This is an optimization exercise on Yosys and OpenROAD, whose aim is small area and a short achievable clock period, not a production implementation.
Where RTL was checked, it was by simulation tests only, not by an equivalence proof against the original.
Power is estimated from default activity; no workload was simulated.

Design tdc_time_accum_top, start of the top module:
module tdc_time_accum_top (
   input  logic         clk,
   input  logic         rst,
   input  logic [87:0]  int_data,
   input  logic [87:0]  frac_data,
   input  logic [7:0]   ch_mask,
   input  logic         start,
   input  logic [15:0]  acc_len,
   input  logic         acc_clear,
   output logic [36:0]  out_sum,
   output logic [15:0]  out_cnt,
   output logic         out_dval,
   output logic         busy
);
Size in the first run: about 2,000 cells after synthesis, roughly 430 flip-flops, roughly 260 I/O pins, ~19,000 um2 of cells after synthesis.
clock: 4.0 ns
lec_check: 0
abc_area: 1
abc_clock_period_in_ps: 2000
cap_margin: 20
core_margin: 2
core_utilization: 65
cts_buf_list: sky130_fd_sc_hd__clkbuf_8 sky130_fd_sc_hd__clkbuf_16
cts_cluster_diameter: 80
cts_cluster_size: 20
place_density: 0.75
setup_slack_margin: 1.8
slew_margin: 20
standard.sh (not shown) runs the stock make flow with config.mk's settings and CLKGATE_MAP_FILE= SYNTH_SCRIPT=/design/flow/synth_recipe.tcl, a recipe that flattens the netlist after the stock synthesis.
==> flow/flow/run.sh <==
#!/bin/bash
set -e
export BUFFER_PORTS_ARGS="-buffer_cell sky130_fd_sc_hd__buf_2"
bash standard.sh > standard_flow.log 2>&1
The baseline finished clean.
==> next run, changes <==
--- a/flow/config.mk
+++ b/flow/config.mk
@@ -6,13 +6,12 @@
 export NUM_CORES = 4
 export LEC_CHECK = 0
-export ABC_AREA = 1
 export ABC_CLOCK_PERIOD_IN_PS = 2000
 export CAP_MARGIN = 20
 export CORE_MARGIN = 2
-export CORE_UTILIZATION = 65
+export CORE_UTILIZATION = 40
 export CTS_BUF_LIST = sky130_fd_sc_hd__clkbuf_8 sky130_fd_sc_hd__clkbuf_16
 export CTS_CLUSTER_DIAMETER = 80
 export CTS_CLUSTER_SIZE = 20
-export PLACE_DENSITY = 0.75
+export PLACE_DENSITY = 0.6
 export SETUP_SLACK_MARGIN = 1.8
 export SLEW_MARGIN = 20
What happened: The new run completed with no timing, DRC or antenna violations; worst setup slack gets worse by 0.34 ns; power rose slightly; cell area rose slightly; synthesized area fell by a few percent; final cell count fell by a few percent; via count fell by roughly a tenth; combinational power rose by a few percent; wire length fell by a few percent; count of clock-buffer cells in the layout rose by 1.
==> next run, changes <==
--- a/flow/config.mk
+++ b/flow/config.mk
@@ -6,12 +6,14 @@
 export NUM_CORES = 4
 export LEC_CHECK = 0
+export ABC_AREA = 1
 export ABC_CLOCK_PERIOD_IN_PS = 2000
 export CAP_MARGIN = 20
 export CORE_MARGIN = 2
-export CORE_UTILIZATION = 40
+export CORE_UTILIZATION = 65
 export CTS_BUF_LIST = sky130_fd_sc_hd__clkbuf_8 sky130_fd_sc_hd__clkbuf_16
 export CTS_CLUSTER_DIAMETER = 80
 export CTS_CLUSTER_SIZE = 20
-export PLACE_DENSITY = 0.6
+export GPL_TIMING_DRIVEN = 1
+export PLACE_DENSITY = 0.75
 export SETUP_SLACK_MARGIN = 1.8
 export SLEW_MARGIN = 20
Outcome: Sequential cell count is unchanged. Setup slack gains 0.34 ns. Global-route usage is higher by 11 points. Routed wire length is higher by 3.2%. Non-clock buffer count is lower by 34. Via count is higher by about 15%. Cell area is lower by about 2%. Synthesized cell count is higher by 25%.
==> next run, changes <==
--- a/flow/config.mk
+++ b/flow/config.mk
@@ -10,10 +10,9 @@
 export CAP_MARGIN = 20
 export CORE_MARGIN = 2
-export CORE_UTILIZATION = 65
+export CORE_UTILIZATION = 40
 export CTS_BUF_LIST = sky130_fd_sc_hd__clkbuf_8 sky130_fd_sc_hd__clkbuf_16
 export CTS_CLUSTER_DIAMETER = 80
 export CTS_CLUSTER_SIZE = 20
-export GPL_TIMING_DRIVEN = 1
-export PLACE_DENSITY = 0.75
+export PLACE_DENSITY = 0.6
 export SETUP_SLACK_MARGIN = 1.8
 export SLEW_MARGIN = 20
Effect: Total power increases by 0.82%. Design area increases by 1.8%. Routed wire length increases by 6.7%. Maximum frequency increases by 3.8%. Setup slack improved by 0.077 ns.

---

trial 34:
tdc_time_accum_top, a different RTL version from the one above (not shown whole).
Size: roughly 1500 cells after synthesis, about 260 I/O pins, about 0.018 mm^2 of cells after synthesis.
Settings: LEC_CHECK=0, ABC_CLOCK_PERIOD_IN_PS=2000, CAP_MARGIN=20, CORE_MARGIN=2, CORE_UTILIZATION=40, CTS_BUF_LIST=sky130_fd_sc_hd__clkbuf_8 sky130_fd_sc_hd__clkbuf_16, CTS_CLUSTER_DIAMETER=100, CTS_CLUSTER_SIZE=30, PLACE_DENSITY=0.6, SETUP_SLACK_MARGIN=1.8, SLEW_MARGIN=20; clock period 4.0 ns.
Scripts as last shown in full above: flow/flow/run.sh
Trial 34: flow completed, timing, DRC and antenna clean
Modified inputs, trial 75 compared to trial 34
- a change of CTS_BUF_LIST from sky130_fd_sc_hd__clkbuf_8 sky130_fd_sc_hd__clkbuf_16 to sky130_fd_sc_hd__clkbuf_4 sky130_fd_sc_hd__clkbuf_8
- a deleted CTS_CLUSTER_DIAMETER that had been 100
- a deleted CTS_CLUSTER_SIZE that had been 30
Findings:
When the final numbers for trial 75 and trial 34 were put side by side, the overall track demand over capacity in global routing turned out to be smaller in trial 34. On global-route wire length before repair, the lower figure sits with trial 34, not trial 75. Compared to trial 34, trial 75 has portion of total power attributed to the clock network 9.6 points higher. Relative area change from synthesis to final layout for trial 75: 4.9 points up relative to trial 34. Relative to trial 34, delay of the slowest critical-path stage decreased by 30 ps in trial 75. Trial 75: post-route worst hold slack 40 ps below trial 34.
No functional check of the RTL was part of any run of this note.

---

Another version of the RTL of tdc_time_accum_top (not shown whole).
For scale: about 1,600 cells after synthesis, roughly 430 flip-flops, ~19,000 µm² of cells after synthesis.
export LEC_CHECK = 0
export ABC_CLOCK_PERIOD_IN_PS = 2000
export CAP_MARGIN = 20
export CORE_MARGIN = 2
export CORE_UTILIZATION = 40
export PLACE_DENSITY = 0.6
export SETUP_SLACK_MARGIN = 1.8
export SLEW_MARGIN = 20
create_clock -name core_clock -period 4.0 [get_ports {clk}]
run.sh (not shown) runs the stock make flow with config.mk's settings and CLKGATE_MAP_FILE= SYNTH_SCRIPT=/design/flow/synth_recipe.tcl, a recipe that flattens the netlist after the stock synthesis.
Stock flow here: none of the scripts above is used.
The baseline finished clean.
==> next run, changes <==
==> flow/flow/run.sh (new file) <==
#!/bin/bash
set -e
export BUFFER_PORTS_ARGS="-buffer_cell sky130_fd_sc_hd__buf_2"


bash standard.sh > standard_flow.log 2>&1
==> flow/standard.sh (new file) <==
#!/bin/bash
# synth_recipe.tcl (not shown) runs the flow's synth.tcl, then flattens the netlist and writes it again
# the make line also repeats each setting of config.mk as NAME=value (left out here)
make -C /OpenROAD-flow-scripts/flow DESIGN_CONFIG=/design/flow/config.mk WORK_HOME=/design/flow/orfs CLKGATE_MAP_FILE= SYNTH_SCRIPT=/design/flow/synth_recipe.tcl "${@:-finish}"
--- a/flow/config.mk
+++ b/flow/config.mk
@@ -7,3 +7,3 @@
 export LEC_CHECK = 0
-export ABC_CLOCK_PERIOD_IN_PS = 2000
+export ABC_CLOCK_PERIOD_IN_PS = 1200
 export CAP_MARGIN = 20
@@ -12,3 +12,3 @@
 export PLACE_DENSITY = 0.6
-export SETUP_SLACK_MARGIN = 1.8
+export SETUP_SLACK_MARGIN = 2.2
 export SLEW_MARGIN = 20
removed: flow/run.sh
Clock skew grows by 18 ps. Flip-flop and latch count is unchanged. First-iteration DRC count shrinks by 1.2%.
==> next run, changes <==
--- a/flow/config.mk
+++ b/flow/config.mk
@@ -7,3 +7,3 @@
 export LEC_CHECK = 0
-export ABC_CLOCK_PERIOD_IN_PS = 1200
+export ABC_CLOCK_PERIOD_IN_PS = 2000
 export CAP_MARGIN = 20
@@ -11,4 +11,5 @@
 export CORE_UTILIZATION = 40
+export CTS_BUF_LIST = sky130_fd_sc_hd__clkbuf_4 sky130_fd_sc_hd__clkbuf_8
 export PLACE_DENSITY = 0.6
-export SETUP_SLACK_MARGIN = 2.2
+export SETUP_SLACK_MARGIN = 1.8
 export SLEW_MARGIN = 20
Wire length shrinks by 8.6%.
Combinational power fell by 18%.
Global-route usage fell by 1.1 points.
Setup slack improves by 70 ps.
Utilization drops by 5.7 points.
Worst hold slack loses 140 ps.
Final area shrinks by 10%.
Maximum frequency rises by 3.0%.
Register-to-register slack gains 70 ps.
No run of this note included a check of the RTL's function; only the layout flow was run.

afterwards: timing with drivers on the ports:
In the flow no input, the clock included, has a driving cell. The finished layouts below were timed again as built, in two steps.
Step 1: set_driving_cell puts a clkbuf_16 on clk and a buf_2 on each other input, an assumption about the parent block.
Step 2 adds t to the input delays and takes it off the output delays; t is the mean of the earliest and latest rising clock arrival at the registers after step 1. Input paths then give back, and output paths get back, about the clock's delay inside the block.
a / b / c = no drivers / after step 1 / after step 2; a / b = the first two.
| run | shift t [ns] | setup WS [ns] | worst setup path at the end | clock arrival spread, ns | worst slew at a driven data input, ns |
|---|---|---|---|---|---|
| the first run of note 1 | 0.603 | 1.887 / 1.887 / 1.368 | input to register | 0.018 / 0.018 | 0.06 |
| the second run of note 1 | 0.591 | 1.544 / 1.544 / 1.426 | input to register | 0.024 / 0.024 | 0.06 |
| the third run of note 1 | 0.603 | 1.887 / 1.887 / 1.368 | input to register | 0.018 / 0.018 | 0.06 |
| the fourth run of note 1 | 0.618 | 1.965 / 1.968 / 1.384 | input to register | 0.020 / 0.020 | 0.06 |
| trial 34 | 0.574 | 1.297 / 1.297 / 1.297 | register to register | 0.047 / 0.046 | 0.07 |
| trial 75 | 0.657 | 1.302 / 1.302 / 1.302 | register to register | 0.035 / 0.035 | 0.07 |
| the first run of note 3 | 0.621 | 1.614 / 1.614 / 1.257 | input to register | 0.017 / 0.017 | 0.08 |
| the second run of note 3 | 0.629 | 1.570 / 1.570 / 1.557 | input to register | 0.035 / 0.035 | 0.08 |
| the third run of note 3 | 0.635 | 1.640 / 1.640 / 1.393 | input to register | 0.037 / 0.038 | 0.06 |
After both steps setup and hold are still met in every run listed. For the fourth run of note 1, which loses most, drivers alone change the setup slack by +0.003 ns; drivers and shift together by -0.581 ns.
